Context: an optimization exercise on an open-source flow, tuned for small area, a short achievable clock period and few clock cycles per item. The choices shown serve that exercise and are no tape-out recipe.

Setup of the baseline:
==> flow/design.v <==
module requant_pack #(
  parameter int MULT_W = 16,
  parameter int LANES  = 4
) (
  input  logic              ACLK,
  input  logic              ARESETN,
  input  logic [31:0]       SD_AXIS_TDATA,
  input  logic              SD_AXIS_TVALID,
  input  logic              SD_AXIS_TLAST,
  output logic              SD_AXIS_TREADY,
  input  logic [MULT_W-1:0] CFG_MULT,
  input  logic [4:0]        CFG_SHIFT,
  input  logic [7:0]        CFG_ZP,
  output logic [31:0]       MO_AXIS_TDATA,
  output logic [3:0]        MO_AXIS_TKEEP,
  output logic              MO_AXIS_TLAST,
  output logic              MO_AXIS_TVALID,
  input  logic              MO_AXIS_TREADY
);
  logic [7:0] one_q, two_q, neg_q;
  logic       top_q;           
  logic [4:0] sh_q;
  logic [7:0] zp_q;
  logic [17:0] mx;
  assign mx = {2'b00, CFG_MULT, 1'b0};
  always_ff @(posedge ACLK) begin
    for (int j = 0; j < 8; j++) begin
      one_q[j] <= mx[2*j+1] ^ mx[2*j];
      two_q[j] <= (mx[2*j+2] & ~mx[2*j+1] & ~mx[2*j]) | (~mx[2*j+2] & mx[2*j+1] & mx[2*j]);
      neg_q[j] <= mx[2*j+2] & ~(mx[2*j+1] & mx[2*j]);
    end
    top_q <= CFG_MULT[15];
    sh_q  <= CFG_SHIFT;
    zp_q  <= CFG_ZP;
  end
  logic       in_xfer;
  logic [1:0] cred_q;          
  logic       pack;            
  assign SD_AXIS_TREADY = (cred_q != 2'd3);
  assign in_xfer        = SD_AXIS_TVALID && SD_AXIS_TREADY;
  always_ff @(posedge ACLK or negedge ARESETN) begin
    if (!ARESETN) cred_q <= 2'd0;
    else          cred_q <= cred_q + {1'b0, in_xfer} - {1'b0, pack};
  end
  logic [31:0] a_q;
  logic        v1_q, l1_q;
  always_ff @(posedge ACLK) begin
    a_q  <= SD_AXIS_TDATA;
    l1_q <= SD_AXIS_TLAST;
  end
  logic [33:0] ax;
  logic [33:0] zr [8];
  logic [47:0] negk;
  logic [47:0] prod;
  assign ax = {{2{a_q[31]}}, a_q};
  always_comb begin
    negk = 48'hD556_0000_0000;      
    for (int j = 0; j < 8; j++) begin
      for (int i = 0; i < 34; i++) begin
        zr[j][i] = ((one_q[j] & ax[i]) | (two_q[j] & (i > 0 ? ax[i-1] : 1'b0))) ^ neg_q[j];
      end
      zr[j][33] = ~zr[j][33];
      negk[2*j] = neg_q[j];
    end
  end
  logic [31:0] z8;
  assign z8 = {~(a_q[31] & top_q), a_q[30:0] & {31{top_q}}};
  assign prod = {14'd0, zr[0]}
              + {12'd0, zr[1],  2'd0}
              + {10'd0, zr[2],  4'd0}
              + { 8'd0, zr[3],  6'd0}
              + { 6'd0, zr[4],  8'd0}
              + { 4'd0, zr[5], 10'd0}
              + { 2'd0, zr[6], 12'd0}
              + {       zr[7], 14'd0}
              + {       z8,    16'd0}
              + negk;
  logic [47:0] p_q;
  logic        v2_q, l2_q;
  always_ff @(posedge ACLK) begin
    p_q  <= prod;
    l2_q <= l1_q;
  end
  always_ff @(posedge ACLK or negedge ARESETN) begin
    if (!ARESETN) begin
      v1_q <= 1'b0;
      v2_q <= 1'b0;
    end else begin
      v1_q <= in_xfer;
      v2_q <= v1_q;
    end
  end
  logic [48:0] px;
  logic [9:0]  win;            
  logic        ovf;
  logic [9:0]  v;
  logic [7:0]  q;
  assign px = {p_q, 1'b0};
  always_comb begin
    win = 10'(px >> sh_q);
    ovf = 1'b0;
    for (int i = 8; i < 47; i++) begin
      if (i >= 39 || 5'(i - 8) >= sh_q) ovf = ovf | (p_q[i] ^ p_q[47]);
    end
    v = {win[9], win[9:1]} + {{2{zp_q[7]}}, zp_q} + {9'd0, win[0]};
    if (ovf)                        q = p_q[47] ? 8'h80 : 8'h7F;
    else if (!v[9] && v[8:7] != 2'b00) q = 8'h7F;
    else if (v[9] && v[8:7] != 2'b11)  q = 8'h80;
    else                            q = v[7:0];
  end
  logic [8:0] fifo_q [3];
  logic [1:0] wp_q, rp_q, fcnt_q;
  logic       can_pack, fifo_push, fifo_pop;
  logic [7:0] pq;
  logic       pl;
  assign can_pack  = !MO_AXIS_TVALID || MO_AXIS_TREADY;
  assign fifo_pop  = can_pack && (fcnt_q != 2'd0);
  assign fifo_push = v2_q && !(can_pack && (fcnt_q == 2'd0));
  assign pack      = can_pack && ((fcnt_q != 2'd0) || v2_q);
  assign {pl, pq}  = (fcnt_q != 2'd0) ? fifo_q[rp_q] : {l2_q, q};
  always_ff @(posedge ACLK) begin
    if (fifo_push) fifo_q[wp_q] <= {l2_q, q};
  end
  always_ff @(posedge ACLK or negedge ARESETN) begin
    if (!ARESETN) begin
      wp_q   <= 2'd0;
      rp_q   <= 2'd0;
      fcnt_q <= 2'd0;
    end else begin
      if (fifo_push) wp_q <= (wp_q == 2'd2) ? 2'd0 : wp_q + 2'd1;
      if (fifo_pop)  rp_q <= (rp_q == 2'd2) ? 2'd0 : rp_q + 2'd1;
      fcnt_q <= fcnt_q + {1'b0, fifo_push} - {1'b0, fifo_pop};
    end
  end
  logic [31:0] tdata_q;
  logic [3:1]  tkeep_q;
  logic        tlast_q, tvalid_q;
  logic [1:0]  lane_q;
  logic        done;
  assign done = (lane_q == 2'd3) || pl;
  always_ff @(posedge ACLK) begin
    if (pack) begin
      for (int k = 0; k < 4; k++) begin
        if (lane_q == 2'(k))     tdata_q[8*k +: 8] <= pq;
        else if (lane_q < 2'(k)) tdata_q[8*k +: 8] <= 8'd0;
      end
      for (int k = 1; k < 4; k++) tkeep_q[k] <= (lane_q >= 2'(k));
      tlast_q <= pl;
    end
  end
  always_ff @(posedge ACLK or negedge ARESETN) begin
    if (!ARESETN) begin
      lane_q   <= 2'd0;
      tvalid_q <= 1'b0;
    end else begin
      if (pack) begin
        lane_q   <= done ? 2'd0 : lane_q + 2'd1;
        tvalid_q <= done;
      end else if (MO_AXIS_TREADY) begin
        tvalid_q <= 1'b0;
      end
    end
  end
  assign MO_AXIS_TDATA  = tdata_q;
  assign MO_AXIS_TKEEP  = {tkeep_q, 1'b1};
  assign MO_AXIS_TLAST  = tlast_q;
  assign MO_AXIS_TVALID = tvalid_q;
endmodule
export LEC_CHECK = 0
export CAP_MARGIN = 20
export CORE_MARGIN = 2
export CORE_UTILIZATION = 40
export SLEW_MARGIN = 20
create_clock -name core_clock -period 10.0 [get_ports {ACLK}]
run.sh (not shown) runs the stock make flow with config.mk's settings and CLKGATE_MAP_FILE= SYNTH_SCRIPT=/design/flow/synth_recipe.tcl, a recipe that flattens the netlist after the stock synthesis.
The following lists how the candidate was set up differently from the baseline:
# the baseline
export LEC_CHECK = 0
export CAP_MARGIN = 20
export CORE_MARGIN = 2
export CORE_UTILIZATION = 40
export SLEW_MARGIN = 20
create_clock -name core_clock -period 10.0 [get_ports {ACLK}]
# the candidate
export LEC_CHECK = 0
export CAP_MARGIN = 20
export CORE_MARGIN = 2
export CORE_UTILIZATION = 40
export SETUP_SLACK_MARGIN = 5
export SLEW_MARGIN = 20
create_clock -name core_clock -period 10.0 [get_ports {ACLK}]
### Flow results
The candidate went all the way through the flow, and no timing, DRC or antenna check failed.
Higher HPWL after detailed placement goes to the baseline over the candidate.
Measured against the baseline, the via total after detailed routing of the candidate comes out at 1.09 times the reference value.
Measured against each other, the baseline and the candidate differ in sequential share of layout area, the lower figure coming from the candidate.
Non-clock buffer count, the baseline and the candidate: larger value in the candidate
The baseline reports its most common cell after layout, fill and taps aside as sky130_fd_sc_hd__a22oi_1 while the candidate reports sky130_fd_sc_hd__xnor2_1.
No functional check of the RTL was part of any run of this note.

-- afterwards: timing with drivers on the ports --
In the flow no input, the clock included, has a driving cell. The finished layouts below were timed again as built, in two steps.
Step 1: set_driving_cell puts a clkbuf_16 on ACLK and a buf_2 on each other input, an assumption about the parent block.
Step 2 moves the port delays by t, midway between the first and last clock arrival at a register: inputs arrive t later, outputs are due t later. That takes back most of the time a late clock gives input paths.
Slacks: no drivers / after step 1 / after step 2; pairs: no drivers / after step 1.
run	t, ns	setup WS [ns]	slew at the worst register clock pin (ns)
the baseline	0.530	3.404 / 3.404 / 3.404	0.09 / 0.09
the candidate	0.546	4.488 / 4.488 / 4.488	0.09 / 0.09
After both steps every run listed still meets setup and hold.
